This design comes from an exercise in tuning for small area on the open sky130 flow, not from production work.
At most, simulation tests tie the RTL to the original design; equivalence was not proved.
Function not checked in run 3: the RTL went through the layout flow alone.
No activity file was given, so power comes from the tool's default toggle rates.

==> flow/design.v <==
module mas_prog_loader #(
  parameter int unsigned       DATA_W   = 16,
  parameter int unsigned       ADDR_W   = 8,
  parameter logic [3:0]        END_OP   = 4'hF,
  parameter logic [DATA_W-1:0] NOP_WORD = '0
) (
  input  logic              clk,
  input  logic              rstz,
  input  logic              pg,
  input  logic              pg_valid,
  input  logic [DATA_W-1:0] pg_instr,
  output logic              pg_ready,
  input  logic              fetch_en,
  input  logic [ADDR_W-1:0] fetch_addr,
  output logic [DATA_W-1:0] fetch_instr,
  output logic              fetch_valid,
  output logic [ADDR_W:0]   prog_len,
  output logic              prog_done,
  output logic              prog_err
);
  localparam int unsigned DEPTH = 2 ** ADDR_W;
  logic              load_q;
  logic              done_q;
  logic              err_q;
  logic              pg_q;
  logic [ADDR_W-1:0] wr_ptr_q;
  logic [ADDR_W:0]   prog_len_q;
  logic [DATA_W-1:0] fetch_instr_q;
  logic              fetch_valid_q;
  logic [DATA_W-1:0] mem_q [DEPTH];
  logic              accept;
  logic              is_end;
  logic              last_slot;
  logic              start;
  logic              finish;
  logic [ADDR_W:0]   wr_inc;
  logic              in_prog;
  logic [DEPTH-1:0]  wrow;
  logic [DEPTH-1:0]  rrow;
  logic [DATA_W-1:0] rd_data;
  assign accept    = load_q && pg && pg_valid;
  assign is_end    = (pg_instr[DATA_W-1 -: 4] == END_OP);
  assign last_slot = &wr_ptr_q;
  assign start     = pg && !load_q && (!(done_q || err_q) || !pg_q);
  assign finish    = load_q && (!pg || (pg_valid && (is_end || last_slot)));
  assign wr_inc    = {1'b0, wr_ptr_q} + (ADDR_W + 1)'(1);
  assign in_prog   = ({1'b0, fetch_addr} < prog_len_q);
  assign pg_ready    = load_q && pg;
  assign fetch_instr = fetch_instr_q;
  assign fetch_valid = fetch_valid_q;
  assign prog_len    = prog_len_q;
  assign prog_done   = done_q;
  assign prog_err    = err_q;
  logic [15:0] wlo_n, whi_n, rlo_n, rhi_n;
  always_comb begin
    for (int j = 0; j < 16; j++) begin
      wlo_n[j] = !(wr_ptr_q[3:0] == 4'(j));
      whi_n[j] = !(accept && (wr_ptr_q[7:4] == 4'(j)));
      rlo_n[j] = !(fetch_addr[3:0] == 4'(j));
      rhi_n[j] = !(in_prog && (fetch_addr[7:4] == 4'(j)));
    end
  end
  for (genvar i = 0; i < DEPTH; i++) begin : g_dec
    mpl_nor2 u_wrow (.a(whi_n[i / 16]), .b(wlo_n[i % 16]), .y(wrow[i]));
    mpl_nor2 u_rrow (.a(rhi_n[i / 16]), .b(rlo_n[i % 16]), .y(rrow[i]));
  end
  for (genvar b = 0; b < DATA_W; b++) begin : g_col
    logic [DEPTH-1:0] col;
    for (genvar i = 0; i < DEPTH; i++) begin : g_bit
      assign col[i] = mem_q[i][b];
    end
    mpl_rd_col #(.N(DEPTH)) u_col (.sel(rrow), .d(col), .y(rd_data[b]));
  end
  for (genvar i = 0; i < DEPTH; i++) begin : g_row
    always_ff @(posedge clk) begin
      if (wrow[i]) begin
        mem_q[i] <= pg_instr;
      end
    end
  end
  always_ff @(posedge clk) begin
    if (!load_q) begin
      wr_ptr_q <= '0;
    end else if (accept) begin
      wr_ptr_q <= wr_inc[ADDR_W-1:0];
    end
  end
  always_ff @(posedge clk or negedge rstz) begin
    if (!rstz) begin
      load_q     <= 1'b0;
      done_q     <= 1'b0;
      err_q      <= 1'b0;
      pg_q       <= 1'b0;
      prog_len_q <= '0;
    end else begin
      pg_q <= pg;
      if (start) begin
        load_q <= 1'b1;
        done_q <= 1'b0;
        err_q  <= 1'b0;
      end else if (finish) begin
        load_q     <= 1'b0;
        done_q     <= pg && is_end;
        err_q      <= !pg || !is_end;
        prog_len_q <= pg ? wr_inc : {1'b0, wr_ptr_q};
      end
    end
  end
  always_ff @(posedge clk or negedge rstz) begin
    if (!rstz) begin
      fetch_instr_q <= NOP_WORD;
      fetch_valid_q <= 1'b0;
    end else begin
      fetch_valid_q <= done_q && !pg && fetch_en;
      fetch_instr_q <= rd_data;
    end
  end
endmodule
module mpl_rd_col #(
  parameter int unsigned N = 256
) (
  input  logic [N-1:0] sel,
  input  logic [N-1:0] d,
  output logic         y
);
  localparam int unsigned N1 = (N + 2) / 3;    
  localparam int unsigned N2 = (N1 + 3) / 4;   
  localparam int unsigned N3 = (N2 + 3) / 4;   
  logic [3*N1-1:0] sel_p, d_p;
  logic [4*N2-1:0] l1;
  logic [4*N3-1:0] l2;
  logic [N3-1:0]   l3;
  assign sel_p = (3*N1)'(sel);
  assign d_p   = (3*N1)'(d);
  for (genvar k = 0; k < 4*N2; k++) begin : g_l1
    if (k < N1) begin : g_aoi
      mpl_aoi222 u (.a0(sel_p[3*k]), .b0(d_p[3*k]), .a1(sel_p[3*k+1]),
                    .b1(d_p[3*k+1]), .a2(sel_p[3*k+2]), .b2(d_p[3*k+2]),
                    .y(l1[k]));
    end else begin : g_pad
      assign l1[k] = 1'b1;
    end
  end
  for (genvar k = 0; k < 4*N3; k++) begin : g_l2
    if (k < N2) begin : g_nand
      assign l2[k] = ~&l1[4*k +: 4];
    end else begin : g_pad
      assign l2[k] = 1'b0;
    end
  end
  for (genvar k = 0; k < N3; k++) begin : g_l3
    assign l3[k] = ~|l2[4*k +: 4];
  end
  assign y = ~&l3;
endmodule
module mpl_aoi222 (
  input  logic a0, b0, a1, b1, a2, b2,
  output logic y
);
  assign y = ~((a0 & b0) | (a1 & b1) | (a2 & b2));
endmodule
module mpl_nor2 (
  input  logic a, b,
  output logic y
);
  assign y = ~(a | b);
endmodule
==> flow/run.sh <==
#!/bin/bash
# synth_recipe.tcl (not shown) runs the flow's synth.tcl, then flattens the netlist and writes it again
# the make line also repeats each setting of config.mk as NAME=value (left out here)
make -C /OpenROAD-flow-scripts/flow DESIGN_CONFIG=/design/flow/config.mk WORK_HOME=/design/flow/orfs CLKGATE_MAP_FILE= SYNTH_SCRIPT=/design/flow/synth_recipe.tcl finish
==> flow/config.mk <==
export PLATFORM = sky130hd
export DESIGN_NAME = mas_prog_loader
export DESIGN_NICKNAME = mas_prog_loader
export VERILOG_FILES = /design/flow/design.v
export SDC_FILE = /design/flow/constraint.sdc
export NUM_CORES = 4
export LEC_CHECK = 0
export CAP_MARGIN = 20
export CORE_MARGIN = 2
export CORE_UTILIZATION = 35
export CTS_BUF_LIST = sky130_fd_sc_hd__clkbuf_16
export CTS_CLUSTER_DIAMETER = 80
export CTS_CLUSTER_SIZE = 30
export PLACE_DENSITY = 0.45
export SLEW_MARGIN = 20
export SYNTH_HIERARCHICAL = 1
==> flow/constraint.sdc <==
create_clock -name core_clock -period 7.0 [get_ports {clk}]
set_input_delay 1.4000 -clock core_clock [delete_from_list [all_inputs] [get_ports {clk}]]
set_output_delay 1.4000 -clock core_clock [all_outputs]
set_load 0.01 [all_outputs]
==> metrics.md, run 1 <==
| Metric | Value |
|---|---|
| First-pass GRT wire length | 652.5 mm |
| Post-Route WL | between 400 and 500 mm |
| CTS tree | yes |
| Clk latency of the worst-skew pair | 0.99 ns |
| Period utilization | 0.9003 |
| Total number of vias | 80,870 |
| Filler-free cell count of the finished design | about 13,000 |
| Syn Inst Count | about 6,700 |
| Endpoint class of the critical path | register |
| Fin Setup TNS | 0 ns |
| Synth top area cells | edfxtp_1, a222oi_1, nand4_1 |
| Hold_buf cts | 0 |
| Worst rel slew slack | 0.1970 |
| Clock Tree Buf Depth | 4 |
| Final hold violations | 0 |
| Post-Syn Area | 143,900 sq um |
| GR Overflow Total | 0 |
| Share of cells above drive strength 1 | 0.1525 |
| # setup viols final | 0 |
| H-tree Lvls | 4 |
| RSZ-0062 raised after global routing | false |
| Die Y-Extent | around 650 microns |
| Asr flop ratio synth | 0.007257 |
| Postcts setup bufs | 0 |
| Post-synth EDFFs | between 4,000 and 5,000 |
| Register Area | around 120,000 sq um |
| Vias in the first global route | about 77,000 |
| Synth area leader | edfxtp_1 |
| CORE AREA | slightly above 400,000 sq um |
| TritonCTS buffer count | 186 |
| Power Total | about 0.042 W |
| Class of the most critical setup path | reg2reg |
| Setup Skew | 0.08661 ns |
| Detailed-route wire length per cell | 36.42 microns |
| Fill cell count | between 30,000 and 40,000 |
| Vias per cell | between 6 and 7 |
| # resized after CTS | 0 |
| Area of the multi-input gates | between 20,000 and 25,000 sq um |
| Status | finished clean |
| DRT antenna net count | 0 |
| WP data arrival | between 7 and 8 ns |
| PwrDens | 255.4 nW/um^2 |
| Full die area | 416,100 sq um |
| DRT Pass-1 Iters | 10 |
| Max VDD drop | a little over 200 uV |
| Area Overhead vs Synth | 13.98% |
| Worst-path clk slew | 0.12 ns |
| Fin crit period | 6.302 ns |
| Register area share after synthesis | 0.8614 |
| IO Pins | slightly below 60 |
| CP required | about 7.9 ns |
| Clock sink total | 4,134 |
| Final Cell Area | 164,000 sq um |
| PortBufs | between 50 and 60 |
| Max Cap Viol | 0 |
| Initial antenna violation count | a little under 50 |
| Critical path startpoint category | register |
| Final max-slew violation count | 0 |
| Initial DRC count | ~16,000 |
| Root Buffer | clkbuf_16 |
| Largest net degree at the start of global routing | 150 |
| Leak | 49.53 nW |
| Post-synthesis cell type count | between 40 and 50 |
| Primary FF master, synth | edfxtp_1 |
| Drt drc | 0 |
| Dpl cells | ~13,000 |
| Path depth of the worst reg2reg path | 16 |
| Global-route usage over all layers | 0.2259 |
| Syn Area/Cell | 21.41 sq um |
| GPL Wtd Cong | just under 0.9 |
| Die X | roughly 650 microns |
| Nets | approximately 8,000 |
| Peak Freq | 158.7 MHz |
| Worst Tran Pin Value | approximately 1.2 ns |
| Min-delay worst type | in2async |
| Synthesized flop and latch total | ~4,100 |
| Ys Warns | 8 |
| Initial Utilization | 0.3512 |
| Placement Cell Area | roughly 160,000 sq um |
| Post-DP HPWL | 308.9 mm |
| CP max FO | 16 |
| Floorplan row count | approximately 240 |
| Yosys top cell area share | 0.8550 |
worst max-delay path, cell delays in order, from the launching register on:
cell      delay, ns
dfrtp_1        0.66
inv_1          0.33
ha_1           0.39
a211oi_1       0.09
o32ai_1        0.44
a211oi_2       0.25
nand2_1        0.30
buf_4          0.28
nor2_1         0.06
buf_4          0.23
a222oi_1       0.67
nand4_1        0.48
nor4_1         0.94
buf_4          0.29
nand4_1        0.11
buf_4          0.17
or4_1          0.50
Yosys stat by module (local to each module, per instance), a selection:
module	copies in the design	flops+latches
mas_prog_loader	1	4134
mpl_nor2	512	0
mpl_aoi222	1376	0
layout make-up:
cell class	count	share of cell area
antenna	22	0.0003358
clock inverter	132	0.008127
tap	5451	0.04159
clock buffer	190	0.02900
multi-input combinational	2604	0.1257
inverter	13	0.0003129
timing repair buffer	790	0.03921
sequential	4134	0.7557
flip-flops by register name, indices dropped and copies added (netlist names):
register	flops
pg_q	1
wr_ptr_q	8
load_q	1
mem_q	4096
err_q	1
fetch_instr_q	16
fetch_valid_q	1
done_q	1
prog_len_q	9
per-layer routing:
layer / wire length [microns] / up-vias / share of wire / GRT usage
met2: 227600 / 3857 / 0.47 / 0.3617
li1: - / 33030 / - / -
met1: 205800 / 43490 / 0.42 / 0.3248
met5: 31 / - / 0.000064 / 0
met4: 16230 / 4 / 0.033 / 0.06540
met3: 36090 / 485 / 0.074 / 0.02736
where the power goes:
group | internal [W] | switching [W]
Clock | 0.00544 | 0.00811
Combinational | 0.000196 | 0.000856
Sequential | 0.0272 | 0.0000837
Total | 0.0328 | 0.00905
metrics by stage:
stage / setup slack [ns] / utilization / hold slack, ns
2_1_floorplan: 2.549 / - / 0.5133
4_1_cts: 0.5978 / 0.4001 / 0.4779
5_1_grt: 0.5539 / 0.4002 / 0.5146
6_report: 0.6981 / 0.4003 / 0.5434
3_5_place_dp: -0.1755 / 0.3853 / 0.5592
3_3_place_gp: -0.3281 / 0.3849 / 0.5462
Yosys cell counts (all sizes together), types with 2 or more instances:
master,count
a211oi,3
a21boi,3
a21oi,5
a222oi,1376
and2,10
and3b,2
and4,2
buf,5
clkbuf,10
conb,16
dfrtp,30
dfxtp,8
edfxtp,4096
ha,11
inv,13
mux2i,8
nand2,77
nand3,17
nand4,360
nor2,524
nor2b,9
nor3,3
nor3b,4
nor4,64
o21ai,4
or4,32
xnor2,7
xor2,7
placed cells by master (no fill, tap or decap), types with 34 or more instances in the layout:
cell,n
buf_4,708
clkdlybuf4s50_1,40
clkbuf_16,190
conb_1,64
edfxtp_1,4096
inv_1,34
nor4_2,47
nor2_1,451
nand4_1,360
nand2_1,56
nor2_2,71
a222oi_1,1376
logic make-up after synthesis:
| family | share of synthesized area |
|---|---|
| buffers and inverters | 0.0009132 |
| other | 0.0004175 |
| muxes | 0.0006610 |
| xor gates and xnor gates | 0.0008524 |
| adders and majority gates | 0.0009567 |
| DFF | 0.8614 |
| AOI/OAI and AO/OA | 0.09671 |
| and+or+nand+nor | 0.03812 |
final timing paths:
kind                                      startpoint  slack, ns                          to
max reg2reg                prog_len_q[6]$_DFFE_PN0P_       0.70  fetch_instr_q[3]$_DFF_PN0_
max                        prog_len_q[6]$_DFFE_PN0P_       0.70  fetch_instr_q[3]$_DFF_PN0_
max in group asynchronous                       rstz       5.89   prog_len_q[3]$_DFFE_PN0P_
min                                             rstz       0.54     fetch_valid_q$_DFF_PN0_
min in group core_clock    prog_len_q[1]$_DFFE_PN0P_       0.57   prog_len_q[1]$_DFFE_PN0P_
min reg2reg                prog_len_q[1]$_DFFE_PN0P_       0.57   prog_len_q[1]$_DFFE_PN0P_
==> run 2: changes to the inputs <==
--- a/flow/config.mk
+++ b/flow/config.mk
@@ -8,9 +8,9 @@
 export CAP_MARGIN = 20
 export CORE_MARGIN = 2
 export CORE_UTILIZATION = 35
-export CTS_BUF_LIST = sky130_fd_sc_hd__clkbuf_16
-export CTS_CLUSTER_DIAMETER = 80
-export CTS_CLUSTER_SIZE = 30
+export CTS_BUF_LIST = sky130_fd_sc_hd__clkbuf_8
+export CTS_CLUSTER_DIAMETER = 60
+export CTS_CLUSTER_SIZE = 18
 export PLACE_DENSITY = 0.45
 export SLEW_MARGIN = 20
 export SYNTH_HIERARCHICAL = 1
==> metrics.md, run 2 <==
| Metric | Value |
|---|---|
| Status | finished clean |
| GR Overflow Total | 0 (unchanged) |
| Flop-to-flop setup slack | 0.57 ns (-0.13 ns) |
| Final Util | 0.4041 (+0.003809) |
| Drt drc | 0 (unchanged) |
| Final max-slew violation count | 0 (unchanged) |
| Post-synth top cells | edfxtp_1, a222oi_1, nor2_1 |
| Post-synth EDFFs | 4,096 (unchanged) |
| Syn Inst Count | 6,718 (unchanged) |
| Clock Tree Buf Depth | 4 (unchanged) |
| P_sw | 0.009942 W (+9.8%) |
| Syn Area/Cell | 21.41 sq um (unchanged) |
| Setup Skew | 0.09257 ns (+0.005966 ns) |
| Max VDD drop | 147.9 uV (-29%) |
| Comb pwr share | 0.024 (about the same) |
| Most common cell after layout, fill and taps aside | edfxtp_1 |
| Detailed-route wire length per cell | 35.92 microns (-1.4%) |
| # resized after CTS | 0 (unchanged) |
| CP max FO | 16 (unchanged) |
| Commonest non-fill, non-tap cells in the layout | edfxtp_1, a222oi_1, buf_4, nor2_1, nand4_1 |
| Area Overhead vs Synth | 15.07% |
| Yosys top cell area share | 0.8550 (unchanged) |
| Share of cells above drive strength 1 | 0.1819 (+0.02943) |
| GPL Wtd Cong | 0.8752 (unchanged) |
| CTS tree | yes |
| Global-route usage over all layers | 0.2280 (+0.002042) |
| Hold_buf cts | 0 (unchanged) |
| Post-Syn Area | 143,900 sq um (unchanged) |
| CP required | 8.05 ns (+0.17 ns) |
| Main combinational cell family by area after synthesis | compound AO/OA/AOI/OAI gates |
| Post-synthesis cell type count | 44 (unchanged) |
| Worst rel slew slack | 0.2033 (+0.006258) |
| Die X | 645.1 microns (unchanged) |
| Primary FF master, synth | edfxtp_1 |
| Post-synthesis compound-gate area fraction | 0.09671 (unchanged) |
| Peak Freq | 155.4 MHz (-2.1%) |
| Adder-Cell Fraction of Synth Area | 0.0009568 (unchanged) |
| DRT Pass-1 Iters | 10 (unchanged) |
| First-pass GRT wire length | 659.3 mm (+1.0%) |
| Endpoint class of the critical path | register |
| Ys Warns | 8 (unchanged) |
| Root Buffer | clkbuf_8 |
| Initial antenna violation count | 54 (+10%) |
| Register area share after synthesis | 0.8614 (unchanged) |
| Die Y-Extent | 645.1 microns (unchanged) |
| Critical path startpoint category | register |
| Final hold violations | 0 (unchanged) |
| PortBufs | 57 (unchanged) |
| Biggest regs | mem_q x4096, fetch_instr_q x16, prog_len_q x9 |
| Total number of vias | 81,650 (+0.96%) |
| Fin crit period | 6.435 ns (+0.1328 ns) |
| Synth top area cells | edfxtp_1, a222oi_1, nand4_1 |
| Switch share | 0.2290 (+0.01283) |
| Biggest register | mem_q |
| Vias in the first global route | 78,270 (+2.2%) |
| Postcts setup bufs | 0 (unchanged) |
| Clock sink total | 4,134 (unchanged) |
| Period utilization | 0.9192 (+0.01898) |
| Max Cap Viol | 0 (unchanged) |
| Max FFs per register | 4,096 (unchanged) |
| Min-delay worst type | in2async |
| Nets | 7,930 (+2.1%) |
| Path depth of the worst reg2reg path | 16 (unchanged) |
| Initial DRC count | 15,640 (-2.3%) |
| Clk latency of the worst-skew pair | 1.17 ns (+0.18 ns) |
| PwrDens | 262.3 nW/um^2 (+2.7%) |
| RR Endpoint | fetch_instr_q[3]$_DFF_PN0_ |
| Initial Utilization | 0.3512 (unchanged) |
| XOR/XNOR share of the synthesized area | 0.0008524 (unchanged) |
| Most common cell in the synthesized netlist | edfxtp_1 |
| H-tree Lvls | 5 (+1) |
| RSZ-0062 raised after global routing | false |
| Asr flop ratio synth | 0.007257 (unchanged) |
| P_int | 0.03347 W (+2.0%) |
| Worst Tran Pin Value | 1.191 ns (-0.009354 ns) |
| Vias per cell | 5.986 (-1.3%) |
| Post-DP HPWL | 308.9 mm (unchanged) |
| Fill cell count | 36,480 (+0.044%) |
| Floorplan row count | 235 (unchanged) |
| Class of the most critical setup path | reg2reg |
| Seq pwr share | 0.628 (-0.023) |
| TritonCTS buffer count | 347 (+87%) |
| Post-Route WL | 489.9 mm (+0.86%) |
| Leak | 50.41 nW (+1.8%) |
| Full die area | 416,100 sq um (unchanged) |
| Reg-to-Reg Start | prog_len_q[6]$_DFFE_PN0P_ |
| Largest net degree at the start of global routing | 150 (unchanged) |
| Fin Setup TNS | 0 ns (unchanged) |
| WP data arrival | 7.48 ns (+0.30 ns) |
| IO Pins | 58 (unchanged) |
| # setup viols final | 0 (unchanged) |
| Worst-path clk slew | 0.11 ns (about the same) |
| Synth area leader | edfxtp_1 |
| CORE AREA | 409,600 sq um (unchanged) |
| Synthesized flop and latch total | 4,134 (unchanged) |
| Clock power frac | 0.348 (+0.024) |
| DRT antenna net count | 0 (unchanged) |
| Synth Area in Simple Gates | 0.03812 (unchanged) |
| Mux contribution to synthesized area | 0.0006610 (unchanged) |
## run 2: cell counts after synthesis
No cell type changed its count.
## run 2: per-layer routing
layer	vias to the layer above	track usage	share of wire
met4	2	0.07311	0.035
met2	4022	0.3612	0.47
li1	33450	-	-
met3	549	0.03489	0.082
met1	43620	0.3233	0.42
met5	-	0	0.000029
## run 2: cells by family (layout without fill, tap and decap cells)
family,count (synthesis),in the layout
other,16,89
AO/OA/AOI/OAI,1397,1397
multiplexers,9,9
flip-flops,4134,4134
AND/OR/NAND/NOR,1109,1109
adder cells (fa/ha/maj),11,11
buffers and inverters,28,1425
XOR/XNOR,14,14
## run 2: final cells by class
cell class / count / area, sq um / area share
timing repair buffer: 790 / 6430 / 0.03884
sequential: 4134 / 123900 / 0.7486
multi-input combinational: 2604 / 20620 / 0.1245
clock inverter: 269 / 2781 / 0.01680
tap: 5451 / 6820 / 0.04120
clock buffer: 353 / 4858 / 0.02935
inverter: 13 / 51.30 / 0.0003099
antenna: 25 / 62.56 / 0.0003779
## run 2: stage by stage
step	total power, W	hold WS (ns)	setup slack [ns]	instance area (sq um)	cells
6_report	0.04341	0.3761	0.5653	165500	13640
3_5_place_dp	0.02889	0.5592	-0.1755	157800	12990
4_1_cts	0.04378	0.2715	0.5811	165400	13610
2_1_floorplan	0.02790	0.5133	2.549	144000	6766
3_3_place_gp	0.02887	0.5462	-0.3281	157700	12990
5_1_grt	0.04465	0.3154	0.5425	165500	13620
## run 2: worst max-delay path, cell delays in order, from the launching register on
cell      delay, ns
dfrtp_1        0.63
inv_1          0.31
ha_1           0.39
a211oi_1       0.09
o32ai_1        0.44
a211oi_2       0.25
nand2_1        0.30
buf_4          0.28
nor2_1         0.06
buf_4          0.23
a222oi_1       0.69
nand4_1        0.48
nor4_1         1.02
buf_4          0.31
nand4_1        0.11
buf_4          0.16
or4_1          0.50
## run 2: per-module statistics from Yosys (local to each module, per instance), a selection
module           flops+latches  area, sq um  cells
mpl_aoi222                   0        10.01      1
mas_prog_loader           4134       125200   4350
mpl_nor2                     0        3.754      1
## run 2: power by group through the flow
stage / clock (W) / sequential, W / combinational, W
6_report: 0.0151 / 0.0273 / 0.00105
5_1_grt: 0.0163 / 0.0273 / 0.00109
4_1_cts: 0.0155 / 0.0273 / 0.00106
3_5_place_dp: 0 / 0.0278 / 0.00106
3_3_place_gp: 0 / 0.0278 / 0.00104
2_1_floorplan: 0 / 0.0278 / 0.000129
## run 2: worst max-delay path by stage
stage | slack (ns) | cells past startpoint | to | startpoint
global route | 0.54 | 16 | fetch_instr_q[3]$_DFF_PN0_ | prog_len_q[6]$_DFFE_PN0P_
floorplan | 2.55 | 10 | fetch_instr_q[0]$_DFF_PN0_ | fetch_addr[6]
CTS | 0.58 | 15 | fetch_instr_q[3]$_DFF_PN0_ | prog_len_q[6]$_DFFE_PN0P_
detailed placement | -0.18 | 15 | fetch_instr_q[3]$_DFF_PN0_ | fetch_addr[6]
global placement | -0.33 | 15 | fetch_instr_q[3]$_DFF_PN0_ | fetch_addr[6]
finish | 0.57 | 16 | fetch_instr_q[3]$_DFF_PN0_ | prog_len_q[6]$_DFFE_PN0P_
==> run 3: changes to the inputs <==
--- a/flow/design.v
+++ b/flow/design.v
@@ -35,9 +35,11 @@
   logic              finish;
   logic [ADDR_W:0]   wr_inc;
   logic              in_prog;
-  logic [DEPTH-1:0]  wrow;
-  logic [DEPTH-1:0]  rrow;
+  logic              row_en;
+  logic [ADDR_W-1:0] addr;
+  logic [DEPTH-1:0]  row;
   logic [DATA_W-1:0] rd_data;
+  logic [DATA_W-1:0] wr_data;
   assign accept    = load_q && pg && pg_valid;
   assign is_end    = (pg_instr[DATA_W-1 -: 4] == END_OP);
   assign last_slot = &wr_ptr_q;
@@ -51,30 +53,25 @@
   assign prog_len    = prog_len_q;
   assign prog_done   = done_q;
   assign prog_err    = err_q;
-  logic [15:0] wlo_n, whi_n, rlo_n, rhi_n;
+  assign row_en = load_q ? (pg && pg_valid) : (done_q && in_prog);
+  assign addr   = load_q ? wr_ptr_q : fetch_addr;
   always_comb begin
-    for (int j = 0; j < 16; j++) begin
-      wlo_n[j] = !(wr_ptr_q[3:0] == 4'(j));
-      whi_n[j] = !(accept && (wr_ptr_q[7:4] == 4'(j)));
-      rlo_n[j] = !(fetch_addr[3:0] == 4'(j));
-      rhi_n[j] = !(in_prog && (fetch_addr[7:4] == 4'(j)));
+    for (int i = 0; i < DEPTH; i++) begin
+      row[i] = row_en && (addr == ADDR_W'(i));
     end
-  end
-  for (genvar i = 0; i < DEPTH; i++) begin : g_dec
-    mpl_nor2 u_wrow (.a(whi_n[i / 16]), .b(wlo_n[i % 16]), .y(wrow[i]));
-    mpl_nor2 u_rrow (.a(rhi_n[i / 16]), .b(rlo_n[i % 16]), .y(rrow[i]));
   end
   for (genvar b = 0; b < DATA_W; b++) begin : g_col
     logic [DEPTH-1:0] col;
     for (genvar i = 0; i < DEPTH; i++) begin : g_bit
       assign col[i] = mem_q[i][b];
     end
-    mpl_rd_col #(.N(DEPTH)) u_col (.sel(rrow), .d(col), .y(rd_data[b]));
+    mpl_rd_col #(.N(DEPTH)) u_col (.sel(row), .d(col), .y(rd_data[b]));
   end
+  assign wr_data = load_q ? pg_instr : rd_data;
   for (genvar i = 0; i < DEPTH; i++) begin : g_row
     always_ff @(posedge clk) begin
-      if (wrow[i]) begin
-        mem_q[i] <= pg_instr;
+      if (row[i]) begin
+        mem_q[i] <= wr_data;
       end
     end
   end
@@ -159,9 +156,3 @@
 );
   assign y = ~((a0 & b0) | (a1 & b1) | (a2 & b2));
 endmodule
-module mpl_nor2 (
-  input  logic a, b,
-  output logic y
-);
-  assign y = ~(a | b);
-endmodule
--- a/flow/config.mk
+++ b/flow/config.mk
@@ -8,9 +8,6 @@
 export CAP_MARGIN = 20
 export CORE_MARGIN = 2
 export CORE_UTILIZATION = 35
-export CTS_BUF_LIST = sky130_fd_sc_hd__clkbuf_8
-export CTS_CLUSTER_DIAMETER = 60
-export CTS_CLUSTER_SIZE = 18
 export PLACE_DENSITY = 0.45
 export SLEW_MARGIN = 20
 export SYNTH_HIERARCHICAL = 1
==> metrics.md, run 3 <==
| Metric | Value |
|---|---|
| Biggest register | mem_q |
| TritonCTS buffer count | 435 (+25%) |
| CP required | 7.59 ns (-0.46 ns) |
| Max VDD drop | 212.8 uV (+44%) |
| Pre-CTS setup slack | -1.686 ns (-1.511 ns) |
| Post-Route WL | 453.8 mm (-7.4%) |
| Crit path largest cell delay | 0.63 ns (-0.39 ns) |
| Commonest non-fill, non-tap cells in the layout | edfxtp_1, a222oi_1, buf_4, clkbuf_16, buf_12 |
| Clk latency of the worst-skew pair | 1.02 ns (-0.15 ns) |
| Critical path depth | 21 (+5) |
| Largest net degree at the start of global routing | 88 (-41%) |
| Max FFs per register | 4,096 (unchanged) |
| Post-synth EDFFs | 4,096 (unchanged) |
| Initial Utilization | 0.3515 (about the same) |
| CP max FO | 67 (+51) |
| Post-synth top cells | edfxtp_1, a222oi_1, nand4_1 |
| GR Overflow Total | 0 (unchanged) |
| Most common cell after layout, fill and taps aside | edfxtp_1 |
| Class of the most critical setup path | in2reg |
| Endpoint class of the critical path | register |
| Path depth of the worst reg2reg path | 21 (+5) |
| Final max-slew violation count | 0 (unchanged) |
| Detailed-route wire length per cell | 30.80 microns (-14%) |
| Floorplan row count | 236 (+0.43%) |
| Post-synthesis cell type count | 57 (+30%) |
| Hold_buf cts | 0 (unchanged) |
| Drt drc | 0 (unchanged) |
| DRT Pass-1 Iters | 9 (-1) |
| Initial antenna violation count | 28 (-48%) |
| Primary FF master, synth | edfxtp_1 |
| GPL Wtd Cong | 0.8510 (-2.8%) |
| CP top delay family | buffers and inverters |
| IO Pins | 58 (unchanged) |
| Clock Tree Buf Depth | 4 (unchanged) |
| Max Cap Viol | 0 (unchanged) |
| Vias per cell | 5.758 (-3.8%) |
| Status | finished with violations |
| Worst-path clk slew | 0.06 ns (-0.05 ns) |
| Ys Warns | 8 (unchanged) |
| Initial DRC count | 12,160 (-22%) |
| Share of cells above drive strength 1 | 0.2886 (+0.1067) |
| Critical path cell sequence | clkdlybuf4s50_1 -> ha_1 -> a211o_1 -> a21oi_1 -> o211ai_1 -> clkbuf_16 -> buf_12 -> bufbuf_16 -> buf_6 -> a21oi_4 -> buf_12 -> buf_4 -> a222oi_1 -> nand4_1 -> nor4_4 -> buf_4 -> nand4_1 -> buf_4 -> or4_1 -> mux2_8 -> buf_12 |
| Final Cell Area | 187,900 sq um (+14%) |
| Register area share after synthesis | 0.8528 (-0.008604) |
| Worst hold slack | 0.5266 ns (+0.1505 ns) |
| Total number of vias | 84,850 (+3.9%) |
| Vias in the first global route | 83,700 (+6.9%) |
| Worst Tran Pin Value | 1.174 ns (-0.01681 ns) |
| Min-delay worst type | in2async |
| WP data arrival | 7.67 ns (+0.19 ns) |
| Die X | 648.3 microns (+0.50%) |
| Placement Cell Area | 173,200 sq um (+9.7%) |
| Fin crit period | 7.077 ns (+0.6426 ns) |
| Dpl cells | 13,880 (+6.8%) |
| Final hold violations | 0 (unchanged) |
| CORE AREA | 413,400 sq um (+0.93%) |
| Syn Inst Count | 6,743 (+0.37%) |
| Die Y-Extent | 648.3 microns (+0.50%) |
| Asr flop ratio synth | 0.007257 (unchanged) |
| PwrDens | 303.4 nW/um^2 (+16%) |
| Worst rel slew slack | 0.2173 (+0.01402) |
| Nets | 8,918 (+12%) |
| CTS tree | yes |
| H-tree Lvls | 5 (unchanged) |
| Peak Freq | 141.3 MHz (-9.1%) |
| Post-Syn Area | 145,300 sq um (+1.0%) |
| Synth top area cells | edfxtp_1, a222oi_1, nand4_1 |
| Period utilization | 1.011 (+0.09179) |
| Biggest regs | mem_q x4096, fetch_instr_q x16, prog_len_q x9 |
| Buf+Inv Stages, Crit Path | 10 (+5) |
| Setup Skew | 0.09448 ns (+0.001904 ns) |
| # setup viols final | 285 (+285) |
| RSZ-0062 raised after global routing | true |
| PortBufs | 57 (unchanged) |
| Syn Area/Cell | 21.55 sq um (+0.63%) |
| Global-route usage over all layers | 0.2106 (-0.01738) |
| Clock sink total | 4,134 (unchanged) |
| Synth area leader | edfxtp_1 |
| Root Buffer | clkbuf_16 |
| Violated checks | setup timing |
| Filler-free cell count of the finished design | 14,740 (+8.0%) |
| Worst path slowest cell | nor4_4 |
| Yosys top cell area share | 0.8465 (-0.008541) |
| Critical path startpoint category | input port |
| Most common cell in the synthesized netlist | edfxtp_1 |
| Fill cell count | 35,100 (-3.8%) |
| Area Overhead vs Synth | 29.34% |
| Leak | 60.20 nW (+19%) |
| Full die area | 420,300 sq um (+1.0%) |
| Post-DP HPWL | 296.2 mm (-4.1%) |
| Fin worst setup slack | -0.07729 ns (-0.6426 ns) |
| Synthesized flop and latch total | 4,134 (unchanged) |
| DRT antenna net count | 0 (unchanged) |
| First-pass GRT wire length | 638.9 mm (-3.1%) |
-- run 3: changes by cell type in the layout (fill, tap and decap cells not counted), sizes merged, moves of 20 or more --
| cell | previous run | this run |
|---|---|---|
| a22oi | 0 | 25 |
| clkinv | 79 | 205 |
| a21oi | 5 | 170 |
| inv | 145 | 26 |
| clkinvlp | 33 | 13 |
| clkbuf | 353 | 536 |
| nand2 | 77 | 174 |
| a211oi | 3 | 91 |
| nor2 | 524 | 5 |
| buf | 750 | 1705 |
-- run 3: Yosys stat by module (local to each module, per instance), a selection --
module           area (sq um)  cells inside  copies in the design  flip-flops and latches
mas_prog_loader        128600          4887                     1                    4134
mpl_aoi222              10.01             1                  1376                       0
-- run 3: repair_timing --
| action | 4_1_cts | 5_1_grt |
|---|---|---|
| endpoints found under the setup margin | 1270 | 441 |
| pin swaps | 15 | 20 |
| buffers inserted | 9 | 15 |
| gates resized for setup | 28 | 14 |
| gates cloned | 10 | 4 |
-- run 3: power breakdown --
group	switching (W)	internal (W)
registers	0.0000870	0.0294
clock network	0.00965	0.0129
logic	0.00385	0.00122
-- run 3: worst paths after layout --
check / startpoint / end / slack (ns)
max: fetch_addr[4] / mem_q[27][11]$_DFFE_PP_ / -0.08
min: rstz / fetch_valid_q$_DFF_PN0_ / 0.53
max reg2reg: prog_len_q[2]$_DFFE_PN0P_ / mem_q[27][11]$_DFFE_PP_ / 0.31
min reg2reg: prog_len_q[3]$_DFFE_PN0P_ / prog_len_q[3]$_DFFE_PN0P_ / 0.56
max in group asynchronous: rstz / load_q$_DFFE_PN0P_ / 5.68
min in group core_clock: prog_len_q[3]$_DFFE_PN0P_ / prog_len_q[3]$_DFFE_PN0P_ / 0.56
-- run 3: cell families after synthesis --
kind of cell | count (synthesis) | synth area share
AND/OR/NAND/NOR | 739 | 0.03005
multiplexers | 25 | 0.001869
buffers and inverters | 125 | 0.004443
XOR/XNOR | 12 | 0.0007233
AO/OA/AOI/OAI | 1684 | 0.1090
flip-flops | 4134 | 0.8528
other | 16 | 0.0004133
adder cells (fa/ha/maj) | 8 | 0.0006889
-- run 3: stage by stage --
stage          total power, W  setup TNS [ns]  utilization
6_report              0.05702          -11.00       0.4546
5_1_grt               0.05886         -0.4426       0.4546
4_1_cts               0.05760               0       0.4537
3_5_place_dp          0.03488        -4103.91       0.4189
3_3_place_gp          0.03469        -4909.76       0.4186
2_1_floorplan         0.03174         -131.07            -
-- run 3: metal layers --
metal,track usage,share of wire,vias up
met5,0,0.00014,-
met4,0.05628,0.028,10
met3,0.02968,0.062,540
met2,0.3456,0.48,3115
met1,0.2941,0.43,45170
li1,-,-,36010
-- run 3: area by class of cell --
type,instances,area [sq um],area share
clock inverters,272,2645,0.01407
inverters,9,33.78,0.0001797
clock buffers,532,11270,0.05997
well taps,5474,6849,0.03644
flip-flops and latches,4134,123900,0.6593
diodes,13,32.53,0.0001731
repair buffers,1766,18720,0.09961
multi-input cells,2535,24480,0.1302

==> separate check: timing with driven ports <==
No port has a modelled driver above. Below, the same layouts with a new extraction and two added sets of constraints. Step 1, drivers: a clkbuf_16 drives clk and a buf_2 each remaining input, both assumed. Step 2 times the ports against the registers' clock, not the clock port: input delays grow and output delays shrink by t, the midpoint of the rising clock arrivals with the driver on. Three values: no drivers, after step 1, after step 2; two values: the first two.
run	shift t [ns]	setup slack, ns	cell pins on the clock port's net
run 1	1.063	0.698 / 0.698 / -0.094	1
run 2	1.229	0.565 / 0.565 / -0.229	1
run 3	1.083	-0.077 / 0.003 / -1.080	1
With both steps, setup timing fails in run 1 and run 2, where it was met with ideal ports. The setup slack of run 3, which loses most, moves by +0.080 ns with the drivers and by -1.003 ns with both steps.
